What follows belongs to an exercise in optimizing a design on an open flow for small area and few clock cycles per item; a production flow would make more cautious choices. Function was checked by simulation only, so behaviour that the tests miss may differ from the original.

**flow/config.mk**
```make
export PLATFORM = sky130hd
export DESIGN_NAME = bfp_decomp
export DESIGN_NICKNAME = bfp_decomp
export VERILOG_FILES = /design/flow/design.v
export SDC_FILE = /design/flow/constraint.sdc
export NUM_CORES = 4
export LEC_CHECK = 0
export ABC_AREA = 1
export CAP_MARGIN = 20
export CORE_MARGIN = 2
export CORE_UTILIZATION = 40
export SLEW_MARGIN = 20
```
**flow/constraint.sdc**
```tcl
create_clock -name core_clock -period 8.0 [get_ports {clk}]
set_input_delay 1.6000 -clock core_clock [delete_from_list [all_inputs] [get_ports {clk}]]
set_output_delay 1.6000 -clock core_clock [all_outputs]
set_load 0.01 [all_outputs]
```
**flow/design.v**
```verilog
package bfp_pkg;
  localparam logic [3:0] COMP_METH_BFP = 4'd1;
  localparam int         RB_SAMPLES    = 24;
  localparam int         BEATS_PER_RB  = 6;
  function automatic logic [63:0] byte_reverse(input logic [63:0] d);
    for (int i = 0; i < 8; i++) byte_reverse[8*i +: 8] = d[56-8*i +: 8];
  endfunction
endpackage
module bfp_decomp (
  input  logic        clk,
  input  logic        rst,
  input  logic [63:0] s_axis_tdata,
  input  logic [7:0]  s_axis_tkeep,
  input  logic        s_axis_tvalid,
  output logic        s_axis_tready,
  input  logic        s_axis_tlast,
  input  logic [31:0] s_axis_tuser,
  output logic [63:0] m_axis_tdata,
  output logic [7:0]  m_axis_tkeep,
  output logic        m_axis_tvalid,
  output logic        m_axis_tlast,
  output logic [31:0] m_axis_tuser,
  input  logic [3:0]  ctrl_ud_comp_meth,
  input  logic [3:0]  ctrl_ud_iq_width
);
  logic        in_pkt_q, last_in_q, bfp_q, expd_q;
  logic [3:0]  iqw_q, exp_q;
  logic [2:0]  k_q;           
  logic [3:0]  r_q;           
  logic [6:0]  sh_q;          
  logic [63:0] beat_q;        
  logic        bfp, k5, xneed, acc, ext, exp_only, take_x, nx, eop, lastseen, rb_left;
  logic        fits_s, fits_x, want_acc;
  logic [3:0]  iqw, e, e_x, e_nxt, r_nxt;
  logic [4:0]  w, avail, cons, rem, rem_s;
  logic [4:0]  xa;            
  logic [6:0]  sh;
  logic [63:0] din;
  logic [126:0] cat;
  logic [63:0] v;
  logic [15:0] lo_keep, hi_fill, sg_sel;
  logic [3:0][15:0] smp;
  logic        unused_ok;
  assign unused_ok    = &{1'b0, s_axis_tkeep, beat_q[63]};
  assign m_axis_tkeep = 8'hFF;
  assign din = bfp_pkg::byte_reverse(s_axis_tdata);
  assign cat = {beat_q[62:0], din};
  assign bfp  = in_pkt_q ? bfp_q : ((ctrl_ud_comp_meth == bfp_pkg::COMP_METH_BFP) &&
                                    (ctrl_ud_iq_width != 4'd0));
  assign iqw  = in_pkt_q ? iqw_q : ctrl_ud_iq_width;
  assign w    = bfp ? {1'b0, iqw} : 5'd16;
  assign k5   = (k_q == 3'd5);
  assign xneed = bfp && (k_q == 3'd0) && !expd_q;
  assign want_acc = !in_pkt_q ? 1'b1 :
                    last_in_q ? 1'b0 :
                    !bfp      ? 1'b1 :
                    xneed     ? (r_q < 4'd2) :
                                ({1'b0, r_q} < w + (k5 ? 5'd2 : 5'd0));
  assign s_axis_tready = want_acc;
  assign acc      = s_axis_tvalid && want_acc;
  assign avail    = {1'b0, r_q} + (acc ? 5'd16 : 5'd0);
  assign exp_only = xneed && (in_pkt_q ? (avail >= 5'd2) : (acc && iqw == 4'd15));
  assign fits_s   = avail >= w;
  assign ext      = !bfp ? acc :
                    xneed ? (!in_pkt_q && acc && iqw != 4'd15) :
                            fits_s;
  assign rem_s    = avail - w;                  
  assign lastseen = last_in_q || (acc && s_axis_tlast);
  assign rb_left  = (iqw == 4'd1) ? (rem_s >= 5'd8) :
                    (iqw == 4'd2) ? (rem_s >= 5'd14) : 1'b0;
  assign nx       = !lastseen || rb_left;
  assign fits_x   = rem_s >= 5'd2;
  assign take_x   = bfp && !xneed && k5 && ext && nx && fits_x;
  assign eop      = ext && (bfp ? (k5 && !nx) : s_axis_tlast);
  assign cons     = !bfp     ? 5'd16 :
                    exp_only ? 5'd2 :
                    xneed    ? w + 5'd2 :
                               w + (take_x ? 5'd2 : 5'd0);
  assign rem      = avail - cons;
  assign r_nxt    = (ext || exp_only) ? rem[3:0] : r_q;
  assign xa = 5'd16 - {1'b0, r_q} + (k5 ? w : 5'd0);
  always_comb begin
    logic [123:0] s;
    s = cat[123:0];
    for (int k = 4; k >= 0; k--) if (xa[k]) s = s << (4 << k);
    e_x = s[123:120];
  end
  assign e  = !bfp ? 4'd0 : in_pkt_q ? exp_q : din[59:56];
  assign sh = in_pkt_q ? sh_q : bfp ? (7'd71 + {2'b0, w} + {3'b0, e}) : 7'd79;
  assign e_nxt = (exp_only || take_x) ? e_x : e;
  always_comb begin
    logic [142:0] s;
    s = {16'd0, cat};
    for (int k = 6; k >= 0; k--) if (sh[k]) s = s << (1 << k);
    v = s[142:79];
  end
  always_comb begin
    for (int j = 0; j < 16; j++) begin
      lo_keep[j] = (5'(j) >= {1'b0, e});
      hi_fill[j] = (6'(j) >= {2'b0, e} + {1'b0, w});
      sg_sel[j]  = (6'(j) + 6'd1 == {2'b0, e} + {1'b0, w});
    end
  end
  always_comb begin
    for (int i = 0; i < 4; i++) begin
      logic [63:0] s;
      logic [15:0] f;
      logic        sg;
      s = v;
      for (int k = 3; k >= 0; k--) if (iqw[k]) s = s << (i << k);
      f  = (bfp || i == 0) ? s[63:48] : din[63-16*i -: 16];
      sg = |(f & sg_sel);
      for (int j = 0; j < 16; j++)
        smp[i][j] = lo_keep[j] & (hi_fill[j] ? sg : f[j]);
    end
  end
  always_ff @(posedge clk or posedge rst) begin
    if (rst) begin
      in_pkt_q      <= 1'b0;
      last_in_q     <= 1'b0;
      expd_q        <= 1'b0;
      k_q           <= '0;
      r_q           <= '0;
      m_axis_tvalid <= 1'b0;
      m_axis_tlast  <= 1'b0;
    end else begin
      m_axis_tvalid <= ext;
      m_axis_tlast  <= eop;
      if (acc) in_pkt_q <= 1'b1;
      if (acc && s_axis_tlast) last_in_q <= 1'b1;
      if (exp_only || take_x) expd_q <= 1'b1;
      else if (ext) expd_q <= 1'b0;
      if (ext) k_q <= k5 ? 3'd0 : k_q + 3'd1;
      r_q <= r_nxt;
      if (eop) begin
        in_pkt_q  <= 1'b0;
        last_in_q <= 1'b0;
        expd_q    <= 1'b0;
        k_q       <= '0;
        r_q       <= '0;
      end
    end
  end
  always_ff @(posedge clk) begin
    if (acc && !in_pkt_q) begin
      bfp_q        <= bfp;
      iqw_q        <= iqw;
      m_axis_tuser <= s_axis_tuser;
    end
    exp_q <= e_nxt;
    sh_q  <= 7'd63 - {1'b0, r_nxt, 2'b00} + {2'b0, w} + {3'b0, e_nxt};
    if (acc) beat_q <= din;
    m_axis_tdata <= bfp_pkg::byte_reverse({smp[0], smp[1], smp[2], smp[3]});
  end
endmodule
```
**flow/run.sh**
```bash
#!/bin/bash
# synth_recipe.tcl (not shown) runs the flow's synth.tcl, then flattens the netlist and writes it again
# the make line also repeats each setting of config.mk as NAME=value (left out here)
make -C /OpenROAD-flow-scripts/flow DESIGN_CONFIG=/design/flow/config.mk WORK_HOME=/design/flow/orfs CLKGATE_MAP_FILE= SYNTH_SCRIPT=/design/flow/synth_recipe.tcl finish
```
==> metrics.yaml <==
tightestPinTransition_ns: 1.07
hold_path.class: "flop to flop"
grtUsageTotal: 0.406
multi_input_comb_area_um2: 12700
slew_violations: 0
synth_top_area_frac: 0.252
critPathRequiredTime_ns: 8.39
die_y_um: 223
boundaryPins: 223
cp_max_fo: 43
cts_tree: "done"
syn_area_per_cell_um2: 5.97
cts_inserted_buffers: 17
drive_above_1_share: 0.0856
outcome: "finished clean"
first_pass_iters: 9
cp.arrival_ns: 8.04
max_cap_violations: 0
antenna_found_initial: 0
grt_start_max_net_pins: 113
first_global_vias: 22779
yosysWarnings: 1
synth_cell_types: 50
wl_per_cell_um: 25.4
synth.top_cells.by_area: "nand3_1 (25%), nand2_1 (18%), edfxtp_1 (16%), dfxtp_1 (7.8%), o21ai_0 (4.1%)"
viasPerCell: 6.19
syn_to_final_growth_pct: 22.4
startpoint_type: "input port"
die_x_um: 223
max_freq_ghz: 0.131
synth_area_um2: 19200
worst_slack_ns: 0.345
syn_inst: 3221
wl_mm: 103
finalCritPeriodShare: 0.957
hpwl_mm: 81.4
drtAntennaViolNets: 0
clock_sinks: 187
yosys-top-cells-count: "nand3_1 (966), nand2_1 (941), inv_1 (209), o21ai_0 (157), nor2_1 (141)"
cpMostUsedCell: "nand2_1"
slowest_delay_ns: 0.42
hold_viol_final: 0
grt_use_met2: 0.610
dieArea_um2: 49800
final.fill_count: 4967
clock_latency_ns: 0.47
drc: 0
synth.most_common_cell: "nand3_1"
path_class: "input port to flop"
cts-root-buf: "clkbuf_16"
core_um2: 47500
dr.first_iter.drc_count: 3937
grt_pass1_wl_mm: 149
start_util: 0.404
synthArstFlopShare: 0.0642
path_clk_slew_ns: 0.08
row_count: 80
ff_latch_area_um2: 4810
critPathCaptureType: "flop"
ys.flop_type: "edfxtp_1"
ys_ff_latch: 187
relSlewSlack: 0.289
reg2reg_depth: 36
use_met3: 0.0926
whs_ns: 0.561
vias: 25132
max-clock-path-buffers: 2
nNetsFinal: 3595
synth-seq-area-share: 0.250
hold_depth: 2
grt-ovfl-total: 0
worst_path_max_delay_cell: "clkdlybuf4s50_1"
post-cts-setup-buffers: 0
setup_violations: 0
top_usage_layer: "met2"
grt_use_met1: 0.535
port-buffer-count: 206
dp_slack_ns: -0.246
antenna_cells: 0
cts_max_level: 4
synth_edf_count: 100
period_needed_ns: 7.66
place.gp.congestion: 1.05
yosys.area.top_type: "nand3_1"
worst_clock_skew_ns: 0.00930
## cell usage in the layout (no fill, tap or decap), types with 8 or more instances in the layout
cell type        instances
clkbuf_16               17
edfxtp_1               100
clkdlybuf4s50_1        206
nor2_4                   8
buf_12                  19
nand3_1                966
o22ai_1                 13
o21ai_0                156
nand4_1                 89
or2_2                   14
o211ai_1                20
buf_4                  175
nor3_1                   8
ha_1                    37
nand3_2                 10
nor2_1                 137
a21oi_1                 98
inv_2                   11
inv_1                  206
dfrtp_1                 11
o2111ai_1               11
conb_1                   8
nand3b_1                12
nand2_1                937
fa_1                     8
dfxtp_1                 75
## metal layers
layer,up-vias,share of wire
met5,-,0
met4,0,0.068
met3,257,0.11
met2,1626,0.42
met1,11803,0.39
li1,11446,-
## timing repair
item / in CTS / in global routing
hold buffers: 0 / 0
resized for setup: 0 / 8
setup endpoints to repair: 0 / 36
## cell type report
class                      count  share of cell area
multi-input combinational   2603               0.541
sequential                   187               0.204
timing repair buffer         400               0.160
inverter                     225              0.0360
tap                          615              0.0327
clock buffer                  18              0.0182
clock inverter                14             0.00819
## metrics by stage
stage / cells / setup TNS [ns] / cell area (um^2) / util
global placement: 4029 / -0.530 / 22900 / 0.481
global route: 4062 / -0.0981 / 23500 / 0.495
floorplan: 3228 / 0 / 19300 / -
detailed placement: 4029 / -1.45 / 22900 / 0.481
finish: 4062 / 0 / 23500 / 0.495
CTS: 4061 / 0 / 23500 / 0.494
## registers in the layout, indices dropped and copies added (netlist names)
signal         flops
in_pkt_q           1
last_in_q          1
m_axis_tvalid      1
iqw_q              4
r_q                4
exp_q              4
m_axis_tuser      32
sh_q               7
k_q                3
m_axis_tlast       1
m_axis_tdata      64
beat_q            63
bfp_q              1
expd_q             1
## worst paths after layout
kind                                           from                to  slack (ns)
min in group asynchronous                       rst      m_axis_tlast        1.43
worst max-delay path            ctrl_ud_iq_width[2]  m_axis_tdata[59]        0.34
worst min register to register               expd_q            expd_q        0.56
max in group asynchronous                       rst          in_pkt_q        6.25
worst max register to register             in_pkt_q  m_axis_tdata[59]        1.19
worst min-delay path                         expd_q            expd_q        0.56
## cells by family (layout without fill, tap and decap cells)
group	after synthesis	after routing	synth area share
buf+inv	438	657	0.0959
xor+xnor	15	15	0.00683
flops	187	187	0.250
fa+ha+maj	45	45	0.0324
other cells	1	8	0.000195
compound gates	338	338	0.0991
simple gates	2196	2196	0.515
mux	1	1	0.000586
## critical path: cells and delay by family
kind,cells,cell delay (ns)
simple gates,27,3.61
compound gates,3,0.44
buf+inv,11,1.81
fa+ha+maj,2,0.54
Testbench counts, summed over its fixed seeds: cycles 10,627, items 10,579.

## re-timing with driven ports
The results above use ideal ports. As a check the final layout listed here was re-extracted and re-timed, cells and wires unchanged. Step 1: set_driving_cell puts a clkbuf_16 on clk and a buf_2 on each other input, an assumption about the parent block. Step 2 also shifts input and output timing later by t, the mid clock arrival at the registers, as if the neighbouring blocks saw the same clock. Slacks: ideal / step 1 / step 2; pairs: ideal / step 1.
t, ns: 0.520
slack for setup (ns): 0.345 / 0.372 / -0.149
worst setup path at the end: input to register
worst data-port slew with drivers (ns): 0.04
Met with ideal ports but missed after step 2: setup timing in this run. For this run, drivers alone change the setup slack by +0.027 ns; drivers and shift together by -0.494 ns.
